This design comes from an exercise in tuning for small area, a short achievable clock period and few clock cycles on the open sky130 flow, not from production work.
RTL that was checked went through simulation tests only; none was proved equivalent to the original.
Power and IR drop assume default switching activity.

// tlv_digest_list_validator
module tlv_digest_list_validator (
	input  logic        clk,
	input  logic        arst_n,
	input  logic        s_axis_tvalid,
	output logic        s_axis_tready,
	input  logic [39:0] s_axis_tdata,   
	input  logic        s_axis_tuser,   
	output logic        m_axis_tvalid,
	input  logic        m_axis_tready,
	output logic [15:0] m_axis_tdata,   
	output logic [2:0]  m_axis_tuser,   
	output logic        m_axis_tlast    
);
export LEC_CHECK = 0
export CAP_MARGIN = 20
export CORE_MARGIN = 2
export CORE_UTILIZATION = 30
export SETUP_SLACK_MARGIN = 3.3
export SLEW_MARGIN = 20
create_clock -name core_clock -period 6.0 [get_ports {clk}]
standard.sh (not shown) runs the stock make flow with config.mk's settings and CLKGATE_MAP_FILE= SYNTH_SCRIPT=/design/flow/synth_recipe.tcl, a recipe that flattens the netlist after the stock synthesis.
==> flow/flow/run.sh <==
#!/bin/bash
# Standard layout with two changes: the port buffers are the smallest plain buffer instead
# of the delay buffer buffer_ports picks by default (repair may still upsize them), and the
# clock tree is built from smaller buffers without dummy loads.
set -o pipefail
export BUFFER_PORTS_ARGS="-buffer_cell sky130_fd_sc_hd__buf_1"
export CTS_ARGS="-sink_clustering_enable -repair_clock_nets -buf_list sky130_fd_sc_hd__clkbuf_4 -dont_use_dummy_load"
bash standard.sh > standard.log 2>&1
Testbench counts at the start, summed over its fixed seeds: cycles 61,216.
==> next run, changes <==
--- a/flow/config.mk
+++ b/flow/config.mk
@@ -8,5 +8,5 @@
 export CAP_MARGIN = 20
 export CORE_MARGIN = 2
-export CORE_UTILIZATION = 30
+export CORE_UTILIZATION = 40
 export SETUP_SLACK_MARGIN = 3.3
 export SLEW_MARGIN = 20
=> The new run ran to the end with no violations. Global-route usage climbs by 5.0 points. Power hardly moves. Core utilization rose by 11 points. Flip-flop and latch count is unchanged.
==> next run, changes <==
--- a/flow/config.mk
+++ b/flow/config.mk
@@ -9,4 +9,4 @@
 export CORE_MARGIN = 2
 export CORE_UTILIZATION = 40
-export SETUP_SLACK_MARGIN = 3.3
+export SETUP_SLACK_MARGIN = 3.25
 export SLEW_MARGIN = 20
Effect:
- The changed run ran to the end with no violations
- global-route usage decreases by 0.77 points
- cell area decreases by about 0.34%
- fmax barely changes
- synthesized cell count stays the same
- power decreases by 0.51%
- area after synthesis does not change
- via count decreases by 1.0%
- setup slack is worse by 0.0047 ns
- routed wire length decreases by about 0.9%
- clock power decreases by about 1%
- sequential share of layout area increases by 0.11 points
==> next run, changes <==
--- a/flow/config.mk
+++ b/flow/config.mk
@@ -6,7 +6,7 @@
 export NUM_CORES = 4
 export LEC_CHECK = 0
-export CAP_MARGIN = 20
+export CAP_MARGIN = 0
 export CORE_MARGIN = 2
 export CORE_UTILIZATION = 40
-export SETUP_SLACK_MARGIN = 3.25
-export SLEW_MARGIN = 20
+export SETUP_SLACK_MARGIN = 3.3
+export SLEW_MARGIN = 0
Result:
- The changed run finished with timing, DRC and antenna clean
- final area came out higher by about 0.34%
- clock power rose by about 1%
- fmax barely changes
- global-route usage increases by 0.77 points
- final cell count barely changes
- sequential share of layout area decreases by 0.11 points
- synthesized area is unchanged
- via count grows by 1.0%
- worst setup slack improves by 0.0047 ns
- wire length rose by 0.95%

* * *

Another version of the RTL of tlv_digest_list_validator (not shown whole).
For scale: ~860 cells after synthesis, about 120 flip-flops, about 67 I/O pins, about 0.0086 mm^2 of cells after synthesis.
Settings: LEC_CHECK=0, CAP_MARGIN=20, CORE_MARGIN=2, CORE_UTILIZATION=40, SETUP_SLACK_MARGIN=3.4, SLEW_MARGIN=20; clock period 6.0 ns.
run.sh (not shown) runs the stock make flow with config.mk's settings and CLKGATE_MAP_FILE= SYNTH_SCRIPT=/design/flow/synth_recipe.tcl, a recipe that flattens the netlist after the stock synthesis.
Stock flow here: none of the scripts above is used.
The first run completed with no timing, DRC or antenna violations.
Rerun with:
Settings changed: SETUP_SLACK_MARGIN 3.4 to 3.1.
The new run completed with no timing, DRC or antenna violations.
Die area stays the same.
Hold slack loses 0.040 ns.
Total power falls by 2.8%.
Routed wire length is lower by 5.7%.
Sequential share of layout area goes up by 1.9 points.
Clock power hardly moves.
Cell area went down by 5.4%.
Sequential power is about the same.
Function was not checked in any run of this note: the RTL went through the layout flow alone.

static timing again, ports no longer ideal:
The flow's constraints put no driver on any port. The routed layouts listed below were extracted and timed again, unchanged, in two steps.
Step 1 assumes that a clkbuf_16 drives the clock port and a buf_2 every other input.
Step 2 moves the port delays by t, midway between the first and last clock arrival at a register: inputs arrive t later, outputs are due t later. That takes back most of the time a late clock gives input paths.
a / b / c = ideal / step 1 / step 2; a / b = the first two.
run | t (ns) | setup slack, ns | worst data-port slew with drivers (ns)
the first run of note 1 | 0.561 | 3.283 / 3.261 / 2.860 | 0.04
the second run of note 1 | 0.572 | 3.276 / 3.255 / 2.801 | 0.03
the third run of note 1 | 0.562 | 3.271 / 3.252 / 2.812 | 0.04
the fourth run of note 1 | 0.572 | 3.276 / 3.255 / 2.801 | 0.03
the first run of note 2 | 0.465 | 2.080 / 2.080 / 2.080 | 0.04
the second run of note 2 | 0.466 | 2.097 / 2.097 / 2.097 | 0.03
After both steps setup and hold are still met in every run listed.
